This design comes from an exercise in tuning for small area on the open sky130 flow, not from production work.
RTL that was checked went through simulation tests only; none was proved equivalent to the original.
Power figures rest on the tool's default switching activity, not on a simulated workload.

## run a
Design write_guard_top, start of the top module:
module write_guard_top (
  input  logic        clk_i,
  input  logic        rst_n_i,
  input  logic        aw_valid_i,
  input  logic [3:0]  aw_id_i,
  input  logic [7:0]  aw_len_i,
  input  logic        w_valid_i,
  input  logic        w_last_i,
  input  logic        b_ready_i,
  input  logic        aw_ready_i,
  input  logic        w_ready_i,
  input  logic        b_valid_i,
  input  logic [3:0]  b_id_i,
  input  logic [11:0] budget_aw_i,
  input  logic [11:0] budget_w_unit_i,
  input  logic [11:0] budget_b_i,
  input  logic        reset_clear_i,
  output logic        reset_req_o,
  output logic        irq_o,
  output logic [4:0]  outstanding_o,
  output logic        overflow_o,
  output logic [3:0]  last_id_o,
  output logic [1:0]  last_phase_o,
  output logic [7:0]  timeout_cnt_o
);
  write_guard u_guard (
    .clk_i           (clk_i),
    .rst_n_i         (rst_n_i),
    .aw_valid_i      (aw_valid_i),
    .aw_id_i         (aw_id_i),
    .aw_len_i        (aw_len_i),
    .w_valid_i       (w_valid_i),
    .w_last_i        (w_last_i),
    .b_ready_i       (b_ready_i),
    .aw_ready_i      (aw_ready_i),
    .w_ready_i       (w_ready_i),
    .b_valid_i       (b_valid_i),
    .b_id_i          (b_id_i),
    .budget_aw_i     (budget_aw_i),
    .budget_w_unit_i (budget_w_unit_i),
    .budget_b_i      (budget_b_i),
    .reset_clear_i   (reset_clear_i),
    .reset_req_o     (reset_req_o),
    .irq_o           (irq_o),
    .outstanding_o   (outstanding_o),
    .overflow_o      (overflow_o),
    .last_id_o       (last_id_o),
    .last_phase_o    (last_phase_o),
    .timeout_cnt_o   (timeout_cnt_o)
  );
endmodule
For scale: about 3800 cells after synthesis, about 84 I/O pins, roughly 38000 um2 of cells after synthesis.
export LEC_CHECK = 0
export ABC_AREA = 1
export CAP_MARGIN = 20
export CORE_MARGIN = 2
export CORE_UTILIZATION = 40
export GPL_TIMING_DRIVEN = 0
export SLEW_MARGIN = 20
create_clock -name core_clock -period 13.0 [get_ports {clk_i}]
standard.sh (not shown) runs the stock make flow with config.mk's settings and CLKGATE_MAP_FILE= SYNTH_SCRIPT=/design/flow/synth_recipe.tcl, a recipe that flattens the netlist after the stock synthesis.
==> flow/flow/run.sh <==
#!/bin/bash
# Standard synthesis, then the combinational logic re-mapped with ABC area scripts (the
# registers of the standard synthesis are kept, same names and cells; the smallest result
# that keeps them all is used), then the standard layout from floorplan to finish.
set -euo pipefail
HERE=$(pwd)
R=$HERE/orfs/results/$FLOW_PLATFORM/write_guard_top/base
LIB=$FLOW_HOME/platforms/$FLOW_PLATFORM/lib/sky130_fd_sc_hd__tt_025C_1v80.lib

bash standard.sh synth > synth.log 2>&1
cp $R/1_2_yosys.v $HERE/std_netlist.v

regs() { grep -oE "sky130_fd_sc_hd__[a-z0-9]*df[a-z0-9]*_[0-9]+ +[^ ]+" "$1" | sed -E 's/_[0-9]+ +/ /' | sort; }
regs std_netlist.v > regs_std.log

DONTUSE=$(cat flow/dont_use.txt)
for s in a1 a2 a3 a4; do
  sed -e "s#@LIB@#$LIB#g" -e "s#@IN@#$HERE/std_netlist.v#" -e "s#@TOP@#$FLOW_TOP#g" \
      -e "s#@KEEP@#$HERE/flow/keepff.v#" -e "s#@DONTUSE@#$DONTUSE#" \
      -e "s#@SCRIPT@#$HERE/flow/$s.abc#" -e "s#@OUT@#$HERE/remap_$s.v#" \
      flow/remap.ys.in > remap_$s.ys
  (yosys -q -l remap_$s.log remap_$s.ys > /dev/null 2>&1 || rm -f remap_$s.v) &
done
wait

best=""; best_area=""
for s in a1 a2 a3 a4; do
  [[ -f remap_$s.v ]] || continue
  a=$(grep "Chip area" remap_$s.log | tail -1 | awk '{print $NF}')
  [[ -n "$a" ]] || continue
  regs remap_$s.v > regs_$s.log
  cmp -s regs_std.log regs_$s.log || continue
  if [[ -z "$best" ]] || awk -v x="$a" -v y="$best_area" 'BEGIN{exit !(x<y)}'; then
    best=$s; best_area=$a
  fi
done
std_area=$(grep "Chip area" orfs/reports/$FLOW_PLATFORM/write_guard_top/base/synth_stat.txt | awk '{print $NF}')
echo "standard: $std_area remapped: ${best:-none} ${best_area:-}" > remap_choice.log
if [[ -n "$best" ]] && awk -v x="$best_area" -v y="$std_area" 'BEGIN{exit !(x<y)}'; then
  cp remap_$best.v $R/1_2_yosys.v
fi

bash standard.sh finish \
  "CTS_ARGS=-sink_clustering_enable -repair_clock_nets -dont_use_dummy_load -sink_clustering_size 16 -sink_clustering_max_diameter 100 -buf_list {sky130_fd_sc_hd__clkbuf_8}" \
  "BUFFER_PORTS_ARGS=-buffer_cell sky130_fd_sc_hd__buf_1" > finish.log 2>&1
==> flow/flow/a4.abc <==
&get -n
&st
&deepsyn -T 90
&dc2
&synch2
&nf -a -R 1000
&put
Other scripts of this flow, unchanged in this note and not shown: flow/flow/a1.abc, flow/flow/a2.abc, flow/flow/a3.abc, flow/flow/dont_use.txt, flow/flow/keepff.v, flow/flow/remap.ys.in
> inputs changed (run a -> run b)
-- flow/flow/run.sh --
<<< run a, line 15

DONTUSE=$(cat flow/dont_use.txt)
for s in a1 a2 a3 a4; do
  sed -e "s#@LIB@#$LIB#g" -e "s#@IN@#$HERE/std_netlist.v#" -e "s#@TOP@#$FLOW_TOP#g" \
      -e "s#@KEEP@#$HERE/flow/keepff.v#" -e "s#@DONTUSE@#$DONTUSE#" \
>>> run b, line 15

DONTUSE=$(cat flow/dont_use.txt)
for s in a1 a2 a3; do
  sed -e "s#@LIB@#$LIB#g" -e "s#@IN@#$HERE/std_netlist.v#" -e "s#@TOP@#$FLOW_TOP#g" \
      -e "s#@KEEP@#$HERE/flow/keepff.v#" -e "s#@DONTUSE@#$DONTUSE#" \
<<< run a, line 25

best=""; best_area=""
for s in a1 a2 a3 a4; do
  [[ -f remap_$s.v ]] || continue
  a=$(grep "Chip area" remap_$s.log | tail -1 | awk '{print $NF}')
>>> run b, line 25

best=""; best_area=""
for s in a1 a2 a3; do
  [[ -f remap_$s.v ]] || continue
  a=$(grep "Chip area" remap_$s.log | tail -1 | awk '{print $NF}')
<<< run a, line 43
bash standard.sh finish \
  "CTS_ARGS=-sink_clustering_enable -repair_clock_nets -dont_use_dummy_load -sink_clustering_size 16 -sink_clustering_max_diameter 100 -buf_list {sky130_fd_sc_hd__clkbuf_8}" \
  "BUFFER_PORTS_ARGS=-buffer_cell sky130_fd_sc_hd__buf_1" > finish.log 2>&1
>>> run b, line 43
bash standard.sh finish \
  "CTS_ARGS=-sink_clustering_enable -repair_clock_nets -dont_use_dummy_load -sink_clustering_size 16 -sink_clustering_max_diameter 100 -buf_list {sky130_fd_sc_hd__clkbuf_8}" \
  "BUFFER_PORTS_ARGS=-buffer_cell sky130_fd_sc_hd__buf_2" > finish.log 2>&1
removed: flow/flow/a4.abc
[summary]
Diff run a -> run b: leakage power of the design now larger; overall die width now larger.
Compared to run a, run b has largest stage delay on the critical path 0.10 ns lower.
Final-layout clock buffer total came out exactly the same in run b and run a.
Compared with run a, in run b remaining max-slew budget at the tightest pin up 2.1 points, maximum clock frequency up 0.014 GHz, growth of design area from synthesis to finish up 0.93 points.
Run b vs. run a: clock tree skew after final layout now sits lower; design area went up by about 1.6%; routed wire length lower.
The lower initial antenna violation count came out of run b.

========
## violet
Another version of the RTL of write_guard_top (not shown whole).
For scale: roughly 3900 cells after synthesis, ~84 I/O pins, roughly 38000 sq um of cells after synthesis.
clock: 13.0 ns
lec_check: 0
abc_area: 1
cap_margin: 20
core_margin: 2
core_utilization: 40
slew_margin: 20
==> flow/flow/run.sh <==
#!/bin/bash
# Standard synthesis, then the combinational logic re-mapped with ABC area scripts (the
# registers of the standard synthesis are kept, same names and cells; the smallest result
# that keeps them all is used), then the standard layout from floorplan to finish.
set -euo pipefail
HERE=$(pwd)
R=$HERE/orfs/results/$FLOW_PLATFORM/write_guard_top/base
LIB=$FLOW_HOME/platforms/$FLOW_PLATFORM/lib/sky130_fd_sc_hd__tt_025C_1v80.lib

bash standard.sh synth > synth.log 2>&1
cp $R/1_2_yosys.v $HERE/std_netlist.v

regs() { grep -oE "sky130_fd_sc_hd__[a-z0-9]*df[a-z0-9]*_[0-9]+ +[^ ]+" "$1" | sed -E 's/_[0-9]+ +/ /' | sort; }
regs std_netlist.v > regs_std.log

DONTUSE=$(cat flow/dont_use.txt)
for s in a1 a2 a3; do
  sed -e "s#@LIB@#$LIB#g" -e "s#@IN@#$HERE/std_netlist.v#" -e "s#@TOP@#$FLOW_TOP#g" \
      -e "s#@KEEP@#$HERE/flow/keepff.v#" -e "s#@DONTUSE@#$DONTUSE#" \
      -e "s#@SCRIPT@#$HERE/flow/$s.abc#" -e "s#@OUT@#$HERE/remap_$s.v#" \
      flow/remap.ys.in > remap_$s.ys
  (yosys -q -l remap_$s.log remap_$s.ys > /dev/null 2>&1 || rm -f remap_$s.v) &
done
wait

best=""; best_area=""
for s in a1 a2 a3; do
  [[ -f remap_$s.v ]] || continue
  a=$(grep "Chip area" remap_$s.log | tail -1 | awk '{print $NF}')
  [[ -n "$a" ]] || continue
  regs remap_$s.v > regs_$s.log
  cmp -s regs_std.log regs_$s.log || continue
  if [[ -z "$best" ]] || awk -v x="$a" -v y="$best_area" 'BEGIN{exit !(x<y)}'; then
    best=$s; best_area=$a
  fi
done
std_area=$(grep "Chip area" orfs/reports/$FLOW_PLATFORM/write_guard_top/base/synth_stat.txt | awk '{print $NF}')
echo "standard: $std_area remapped: ${best:-none} ${best_area:-}" > remap_choice.log
if [[ -n "$best" ]] && awk -v x="$best_area" -v y="$std_area" 'BEGIN{exit !(x<y)}'; then
  cp remap_$best.v $R/1_2_yosys.v
fi

bash standard.sh finish \
  "CTS_ARGS=-sink_clustering_enable -repair_clock_nets -dont_use_dummy_load -sink_clustering_size 20 -sink_clustering_max_diameter 60 -buf_list {sky130_fd_sc_hd__clkbuf_8 sky130_fd_sc_hd__clkbuf_16}" \
  "BUFFER_PORTS_ARGS=-buffer_cell sky130_fd_sc_hd__buf_1" \
  RECOVER_POWER=100 > finish.log 2>&1
Other scripts of this flow, unchanged in this note and not shown: flow/flow/a1.abc, flow/flow/a2.abc, flow/flow/a3.abc, flow/flow/dont_use.txt, flow/flow/keepff.v, flow/flow/remap.ys.in
Layout checks on violet: not met. Flow itself completed; violations: capacitance limit, slew limit.
## Diff of input files: xenon against violet
Settings: putting CTS_CLUSTER_SIZE at 20 where nothing was set; putting CTS_CLUSTER_DIAMETER at 60 where nothing was set; putting CTS_BUF_LIST at sky130_fd_sc_hd__clkbuf_4 sky130_fd_sc_hd__clkbuf_8 where nothing was set.
--- a/flow/flow/run.sh
+++ b/flow/flow/run.sh
@@ -42,5 +42,2 @@
 
-bash standard.sh finish \
-  "CTS_ARGS=-sink_clustering_enable -repair_clock_nets -dont_use_dummy_load -sink_clustering_size 20 -sink_clustering_max_diameter 60 -buf_list {sky130_fd_sc_hd__clkbuf_8 sky130_fd_sc_hd__clkbuf_16}" \
-  "BUFFER_PORTS_ARGS=-buffer_cell sky130_fd_sc_hd__buf_1" \
-  RECOVER_POWER=100 > finish.log 2>&1
+bash standard.sh finish > finish.log 2>&1
==> run notes <==
xenon: done, clean on timing, DRC and antenna. Switching component of the power was lower in violet than in xenon. Taking violet as the reference, in xenon number of clock buffers in the layout +about 11%, data arrival time at the worst-slack endpoint up 0.17 ns, non-clock buffer count now larger, maximum vdd drop has decreased. As far as layout multi-input combinational cell count is concerned, violet and xenon perform about the same. xenon against violet: via count of the first global-routing pass shows a reduction of 202; sequential cell area share shows a reduction of 0.71 points; via count shows an increase of 0.67%. | number of gates on the worst path with buffers counted | xenon vs violet | about 4% lower |.
No run of this note included a check of the RTL's function; only the layout flow was run.

========
maple:
RTL: one of the versions met above, not the one the previous note started from.
For scale: roughly 3900 cells after synthesis, about 84 I/O pins.
clock: 13.0 ns
lec_check: 0
abc_area: 1
cap_margin: 20
core_margin: 2
core_utilization: 40
slew_margin: 20
==> flow/flow/run.sh <==
#!/bin/bash
# Standard synthesis, then the combinational logic re-mapped with ABC area scripts (the
# registers of the standard synthesis are kept, same names and cells; the smallest result
# that keeps them all is used), then the standard layout from floorplan to finish.
set -euo pipefail
HERE=$(pwd)
R=$HERE/orfs/results/$FLOW_PLATFORM/write_guard_top/base
LIB=$FLOW_HOME/platforms/$FLOW_PLATFORM/lib/sky130_fd_sc_hd__tt_025C_1v80.lib

bash standard.sh synth > synth.log 2>&1
cp $R/1_2_yosys.v $HERE/std_netlist.v

regs() { grep -oE "sky130_fd_sc_hd__[a-z0-9]*df[a-z0-9]*_[0-9]+ +[^ ]+" "$1" | sed -E 's/_[0-9]+ +/ /' | sort; }
regs std_netlist.v > regs_std.log

DONTUSE=$(cat flow/dont_use.txt)
for s in a1 a2 a3; do
  sed -e "s#@LIB@#$LIB#g" -e "s#@IN@#$HERE/std_netlist.v#" -e "s#@TOP@#$FLOW_TOP#g" \
      -e "s#@KEEP@#$HERE/flow/keepff.v#" -e "s#@DONTUSE@#$DONTUSE#" \
      -e "s#@SCRIPT@#$HERE/flow/$s.abc#" -e "s#@OUT@#$HERE/remap_$s.v#" \
      flow/remap.ys.in > remap_$s.ys
  (yosys -q -l remap_$s.log remap_$s.ys > /dev/null 2>&1 || rm -f remap_$s.v) &
done
wait

best=""; best_area=""
for s in a1 a2 a3; do
  [[ -f remap_$s.v ]] || continue
  a=$(grep "Chip area" remap_$s.log | tail -1 | awk '{print $NF}')
  [[ -n "$a" ]] || continue
  regs remap_$s.v > regs_$s.log
  cmp -s regs_std.log regs_$s.log || continue
  if [[ -z "$best" ]] || awk -v x="$a" -v y="$best_area" 'BEGIN{exit !(x<y)}'; then
    best=$s; best_area=$a
  fi
done
std_area=$(grep "Chip area" orfs/reports/$FLOW_PLATFORM/write_guard_top/base/synth_stat.txt | awk '{print $NF}')
echo "standard: $std_area remapped: ${best:-none} ${best_area:-}" > remap_choice.log
if [[ -n "$best" ]] && awk -v x="$best_area" -v y="$std_area" 'BEGIN{exit !(x<y)}'; then
  cp remap_$best.v $R/1_2_yosys.v
fi

bash standard.sh finish \
  "CTS_ARGS=-sink_clustering_enable -repair_clock_nets -dont_use_dummy_load -sink_clustering_size 12 -sink_clustering_max_diameter 80 -buf_list {sky130_fd_sc_hd__clkbuf_8}" \
  "BUFFER_PORTS_ARGS=-buffer_cell sky130_fd_sc_hd__buf_2" > finish.log 2>&1
Other scripts of this flow, unchanged in this note and not shown: flow/flow/a1.abc, flow/flow/a2.abc, flow/flow/a3.abc, flow/flow/dont_use.txt, flow/flow/keepff.v, flow/flow/remap.ys.in
The inputs of delta differ from those of maple as listed below.
-- flow/flow/run.sh --
<<< maple, line 17
for s in a1 a2 a3; do
>>> delta, line 17
for s in a1 a2 a3 a4; do
<<< maple, line 27
for s in a1 a2 a3; do
>>> delta, line 27
for s in a1 a2 a3 a4; do
<<< maple, line 44
  "CTS_ARGS=-sink_clustering_enable -repair_clock_nets -dont_use_dummy_load -sink_clustering_size 12 -sink_clustering_max_diameter 80 -buf_list {sky130_fd_sc_hd__clkbuf_8}" \
  "BUFFER_PORTS_ARGS=-buffer_cell sky130_fd_sc_hd__buf_2" > finish.log 2>&1
>>> delta, line 44
  "CTS_ARGS=-sink_clustering_enable -repair_clock_nets -dont_use_dummy_load -sink_clustering_size 14 -sink_clustering_max_diameter 90 -buf_list {sky130_fd_sc_hd__clkbuf_8}" \
  "BUFFER_PORTS_ARGS=-buffer_cell sky130_fd_sc_hd__buf_1" > finish.log 2>&1
==> flow/flow/a4.abc (new file) <==
&get -n
&st
&deepsyn -T 90
&dc2
&synch2
&nf -a -R 1000
&put
-- flow/config.mk --
<<< maple, line 12
>>> delta, line 12
export GPL_TIMING_DRIVEN = 0
Results
The run showing the smaller total power consumption of the routed design is delta. In delta, total half-perimeter wirelength after legalization and detailed placement is lower than in maple. From maple to delta the numbers moved as follows: power of the combinational group decreased about 18%, arrival time of the worst setup path increased 1.48 ns. [diff] minimum clock period, delta relative to maple: regression. The core of delta is less densely filled than that of maple. Against maple, die span in y in delta fell slightly. delta -> maple: post-detailed-route DRC marker count delta 0, exact match. delta vs. maple: setup slack lower, count of final hold-check violations roughly the same, clock edge transition at the registers on the reported setup and hold paths roughly the same. maple vs delta, slowest library cell on the worst path: sky130_fd_sc_hd__maj3_1 vs sky130_fd_sc_hd__nor2_1.
The following lists how amber was set up differently from delta:
-- flow/flow/run.sh --
<<< delta, line 17
for s in a1 a2 a3 a4; do
>>> amber, line 17
for s in a1 a2 a3; do
<<< delta, line 27
for s in a1 a2 a3 a4; do
>>> amber, line 27
for s in a1 a2 a3; do
<<< delta, line 44
  "CTS_ARGS=-sink_clustering_enable -repair_clock_nets -dont_use_dummy_load -sink_clustering_size 14 -sink_clustering_max_diameter 90 -buf_list {sky130_fd_sc_hd__clkbuf_8}" \
  "BUFFER_PORTS_ARGS=-buffer_cell sky130_fd_sc_hd__buf_1" > finish.log 2>&1
>>> amber, line 44
  "CTS_ARGS=-sink_clustering_enable -repair_clock_nets -dont_use_dummy_load -sink_clustering_size 20 -sink_clustering_max_diameter 100 -buf_list {sky130_fd_sc_hd__clkbuf_16}" \
  "BUFFER_PORTS_ARGS=-buffer_cell sky130_fd_sc_hd__buf_2" > finish.log 2>&1
-- flow/config.mk --
<<< delta, line 12
export GPL_TIMING_DRIVEN = 0
>>> amber, line 12
removed: flow/flow/a4.abc
Between delta and amber, the cell count went up. amber ends up with higher utilization than delta does. The count of clock-buffer cells in the layout in delta is 1.5 times that in amber. Wire: amber routes more than delta. The run showing the greater TritonCTS buffer count is delta. amber leaves more setup margin than delta. A cell with the largest stage delay on the worst path of sky130_fd_sc_hd__maj3_1 is what amber shows, while sky130_fd_sc_hd__nor2_1 belongs to delta.
> inputs changed (amber -> garnet)
-- flow/flow/run.sh --
<<< amber, line 17
for s in a1 a2 a3; do
>>> garnet, line 17
for s in a1 a2 a3 a4; do
<<< amber, line 27
for s in a1 a2 a3; do
>>> garnet, line 27
for s in a1 a2 a3 a4; do
<<< amber, line 44
  "CTS_ARGS=-sink_clustering_enable -repair_clock_nets -dont_use_dummy_load -sink_clustering_size 20 -sink_clustering_max_diameter 100 -buf_list {sky130_fd_sc_hd__clkbuf_16}" \
  "BUFFER_PORTS_ARGS=-buffer_cell sky130_fd_sc_hd__buf_2" > finish.log 2>&1
>>> garnet, line 44
  "CTS_ARGS=-sink_clustering_enable -repair_clock_nets -dont_use_dummy_load -sink_clustering_size 12 -sink_clustering_max_diameter 100 -buf_list {sky130_fd_sc_hd__clkbuf_4 sky130_fd_sc_hd__clkbuf_8}" \
  "BUFFER_PORTS_ARGS=-buffer_cell sky130_fd_sc_hd__buf_1" > finish.log 2>&1
==> flow/flow/a4.abc (new file) <==
&get -n
&st
&deepsyn -T 90
&dc2
&synch2
&nf -a -R 1000
&put
-- flow/config.mk --
<<< amber, line 12
>>> garnet, line 12
export GPL_TIMING_DRIVEN = 0
[summary]
Source-to-sink clock delay at the later pin of the worst-skew pair, amber and garnet, higher one = garnet.
garnet vs amber: clock network fraction of total power up
Going from amber to garnet, global-route usage essentially unchanged, synthesized area decreased 0.74%, total internal power decreased about 5.6%.
Re worst path buffer plus inverter count: garnet is 1 down on amber.
Via count of the first global-routing pass, garnet vs amber: down slightly
Against amber, number of clock-tree buffers in the layout in garnet rose by more than half.

afterwards: timing with drivers on the ports:
The results above use ideal ports. As a check the final layouts listed here were re-extracted and re-timed, cells and wires unchanged.
Step 1, drivers: a clkbuf_16 drives clk_i and a buf_2 each remaining input, both assumed.
Step 2 adds t to the input delays and takes it off the output delays; t is the mean of the earliest and latest rising clock arrival at the registers after step 1. Input paths then give back, and output paths get back, about the clock's delay inside the block.
Three values: ideal, step 1, step 2; two values: the first two.
run | t (ns) | slack for setup (ns) | worst setup path at the end
run a | 0.792 | 4.736 / 4.746 / 3.954 | input to register
run b | 0.791 | 5.569 / 5.611 / 4.820 | input to register
violet | 0.692 | 4.556 / 4.595 / 3.904 | input to register
xenon | 0.804 | 4.540 / 4.480 / 3.676 | input to register
maple | 0.760 | 6.158 / 6.190 / 5.429 | input to register
delta | 0.754 | 4.646 / 4.655 / 3.901 | input to register
amber | 0.678 | 6.001 / 6.039 / 5.361 | input to register
garnet | 0.771 | 4.664 / 4.676 / 3.905 | input to register
For xenon, which loses most, drivers alone change the setup slack by -0.060 ns; drivers and shift together by -0.864 ns.
